From an optimization exercise on the open Yosys and OpenROAD flow, aimed at small area and a short achievable clock period; shortcuts taken in it are not production practice.
The RTL was checked by simulation tests, not by an equivalence proof against the original design.
Power figures rest on the tool's default switching activity, not on a simulated workload.

==> flow/design.v (excerpt) <==
module ycbcr_rgb_color_convert
(
	input  logic                  clk,
	input  logic                  arst_n,
	input  logic                  start,
	output logic                  busy,
	input  logic [COMP_W-1:0]     comp0,
	input  logic [COMP_W-1:0]     comp1,
	input  logic [COMP_W-1:0]     comp2,
	input  logic                  frame_end,
	output logic                  done,
	output logic [COMP_W-1:0]     out0,
	output logic [COMP_W-1:0]     out1,
	output logic [COMP_W-1:0]     out2,
	output logic                  last_pixel,
	input  logic                  cfg_wr_en,
	input  logic [CFG_IDX_W-1:0]  cfg_index,
	input  logic [CFG_DATA_W-1:0] cfg_data
);
Settings: LEC_CHECK=0, CAP_MARGIN=20, CORE_MARGIN=2, CORE_UTILIZATION=40, CTS_BUF_LIST=sky130_fd_sc_hd__clkbuf_8, SETUP_SLACK_MARGIN=3.6, SLEW_MARGIN=20, SYNTH_HIERARCHICAL=1, TNS_END_PERCENT=5; clock period 6.5 ns.
standard.sh (not shown) runs the stock make flow with config.mk's settings and CLKGATE_MAP_FILE= SYNTH_SCRIPT=/design/flow/synth_recipe.tcl, a recipe that flattens the netlist after the stock synthesis.
==> flow/flow/run.sh <==
#!/bin/bash
# Layout flow: the standard ORFS flow (standard.sh, unchanged synthesis), with plain buffers
# (buf_1) instead of the default delay-cell buffers on the input and output ports. Each tool's
# full output is kept: ORFS's per-step logs under orfs/logs/, and make's own output in
# flow_make.log in this folder.
set -euo pipefail
bash standard.sh "BUFFER_PORTS_ARGS=-buffer_cell sky130_fd_sc_hd__buf_1" finish > flow_make.log 2>&1
test -s out/final.def
The baseline finished with timing, DRC and antenna clean.
Next try:
--- a/flow/config.mk
+++ b/flow/config.mk
@@ -9,3 +9,3 @@
 export CORE_MARGIN = 2
-export CORE_UTILIZATION = 40
+export CORE_UTILIZATION = 50
 export CTS_BUF_LIST = sky130_fd_sc_hd__clkbuf_8
@@ -14,2 +14 @@
 export SYNTH_HIERARCHICAL = 1
-export TNS_END_PERCENT = 5
Outcome: Wire length hardly moves; sequential share of layout area is about the same; total power climbs slightly; sequential power stays flat; final area climbs slightly; area after synthesis does not change; setup slack is better by 0.076 ns; via count climbs slightly; hold slack is worse by 0.0049 ns.
Next try:
--- a/flow/config.mk
+++ b/flow/config.mk
@@ -9,3 +9,3 @@
 export CORE_MARGIN = 2
-export CORE_UTILIZATION = 50
+export CORE_UTILIZATION = 30
 export CTS_BUF_LIST = sky130_fd_sc_hd__clkbuf_8
Result: The new run finished clean. Sequential share of layout area shrinks by 0.86 points. Worst setup slack improves by 0.0051 ns. Critical path depth rose by 1. Hold slack stays flat. Power came out higher by 0.33%. Clock-buffer cell count does not change. Non-clock buffer count grows by 13. Die area came out higher by 65%. Routed wire length rises by 4.4%.
Next try:
--- a/flow/config.mk
+++ b/flow/config.mk
@@ -9,4 +9,3 @@
 export CORE_MARGIN = 2
-export CORE_UTILIZATION = 30
-export CTS_BUF_LIST = sky130_fd_sc_hd__clkbuf_8
+export CORE_UTILIZATION = 40
 export SETUP_SLACK_MARGIN = 3.6
The changed run completed without violations.
Fmax is higher by about 1.7%.
Final area barely changes.
Register-to-register slack improves by 0.06 ns.
Total power is higher by about 2.1%.
Die area is lower by 25%.
Area after synthesis is unchanged.
Global-route usage is higher by 4.7 points.
Synthesized cell count does not change.

Setup of run A:
Starting RTL as in the previous note.
## ycbcr_rgb_color_convert
module ycbcr_rgb_color_convert
(
	input  logic                  clk,
	input  logic                  arst_n,
	input  logic                  start,
	output logic                  busy,
	input  logic [COMP_W-1:0]     comp0,
	input  logic [COMP_W-1:0]     comp1,
	input  logic [COMP_W-1:0]     comp2,
	input  logic                  frame_end,
	output logic                  done,
	output logic [COMP_W-1:0]     out0,
	output logic [COMP_W-1:0]     out1,
	output logic [COMP_W-1:0]     out2,
	output logic                  last_pixel,
	input  logic                  cfg_wr_en,
	input  logic [CFG_IDX_W-1:0]  cfg_index,
	input  logic [CFG_DATA_W-1:0] cfg_data
);
clock: 6.5 ns
lec_check: 0
cap_margin: 20
core_margin: 2
core_utilization: 40
cts_buf_list: sky130_fd_sc_hd__clkbuf_8
setup_slack_margin: 3.5
slew_margin: 20
synth_hierarchical: 1
Scripts as last shown in full above: flow/flow/run.sh
Input changes introduced in run B (baseline for comparison: run A):
Settings: clearing CTS_BUF_LIST, which used to be sky130_fd_sc_hd__clkbuf_8; putting PLACE_DENSITY at 0.8 where nothing was set; swapping 3.5 for 3.6 in SETUP_SLACK_MARGIN; swapping 40 for 55 in CORE_UTILIZATION.
==> comparison <==
Per the comparison of run B with run A, overall power consumption shows an increase of 0.45 mW, setup slack shows a reduction of 6.6 ps, number of buffers inserted by post-CTS setup repair shows a reduction of 2.
On number of inverters outside the clock class in the layout, the higher figure sits with run A, not run B.
Final instance area: lower on run A
In run B the standby leakage power turned out 0.079 nW higher than in run A.
Maximum net fanout on the critical path, run A and run B: lower on run B
Number of global-route vias before repair in run B is 357 above run A.
Setup changes, run B to run C
Settings: CORE_UTILIZATION changed from 55 to 40; CTS_BUF_LIST newly set to sky130_fd_sc_hd__clkbuf_8; PLACE_DENSITY removed (was 0.8).
### Flow results
Design area: lower on run C. Run C vs. run B: well tap count went up by about 40%. Transition at the pin with the smallest max-transition slack, run B and run C: lower on run B.
For run D, these inputs were changed with respect to run C:
diff --git a/flow/flow/run.sh b/flow/flow/run.sh
--- a/flow/flow/run.sh
+++ b/flow/flow/run.sh
@@ -6,3 +6,3 @@
 set -euo pipefail
-bash standard.sh "BUFFER_PORTS_ARGS=-buffer_cell sky130_fd_sc_hd__buf_1" finish > flow_make.log 2>&1
+bash standard.sh "BUFFER_PORTS_ARGS=-buffer_cell sky130_fd_sc_hd__buf_1" RECOVER_POWER=100 finish > flow_make.log 2>&1
 test -s out/final.def
Although run D finished all stages, its layout failed final checks on capacitance limit, slew limit. Summary — growth of design area from synthesis to finish, run D relative to run C: lower, by 0.90 points. Taking run C as the reference, in run D combinational fraction of design power fell 0.2 points; count of pins over their slew limit increased by 40 relative to the old numbers; fmax moved down. Diff run D..run C | final-layout clock buffer total | unchanged. Status: post-synthesis share of cell area spent on xor and xnor gates parity (run C, run D). Run D has less setup slack than run C. When the final numbers for run C and run D were put side by side, the required time reported for the critical path endpoint turned out to be greater in run D. Diff run C -> run D: worst hold slack closely matched the old numbers; via count of the routed design closely matched the old numbers; total of max-cap violations increased by 1 relative to the old numbers.

-- afterwards: timing with drivers on the ports --
In the flow no input, the clock included, has a driving cell. The finished layouts below were timed again as built, in two steps.
Step 1, drivers: a clkbuf_16 drives clk and a buf_2 each remaining input, both assumed.
Step 2 moves the port delays by t, midway between the first and last clock arrival at a register: inputs arrive t later, outputs are due t later. That takes back most of the time a late clock gives input paths.
Three values: ideal, step 1, step 2; two values: the first two.
run	t (ns)	setup WS [ns]	worst register clock-pin slew, ns
the first run of note 1	0.530	3.540 / 3.540 / 3.178	0.11 / 0.11
the second run of note 1	0.504	3.615 / 3.615 / 3.226	0.12 / 0.12
the third run of note 1	0.549	3.620 / 3.620 / 3.231	0.12 / 0.12
the fourth run of note 1	0.493	3.669 / 3.677 / 3.205	0.08 / 0.08
run A	0.520	3.581 / 3.581 / 3.248	0.11 / 0.11
run B	0.484	3.574 / 3.574 / 3.238	0.08 / 0.08
run C	0.530	3.656 / 3.656 / 3.228	0.12 / 0.12
run D	0.528	2.496 / 2.496 / 2.496	0.12 / 0.12
For the fourth run of note 1, which loses most, drivers alone change the setup slack by +0.008 ns; drivers and shift together by -0.464 ns.
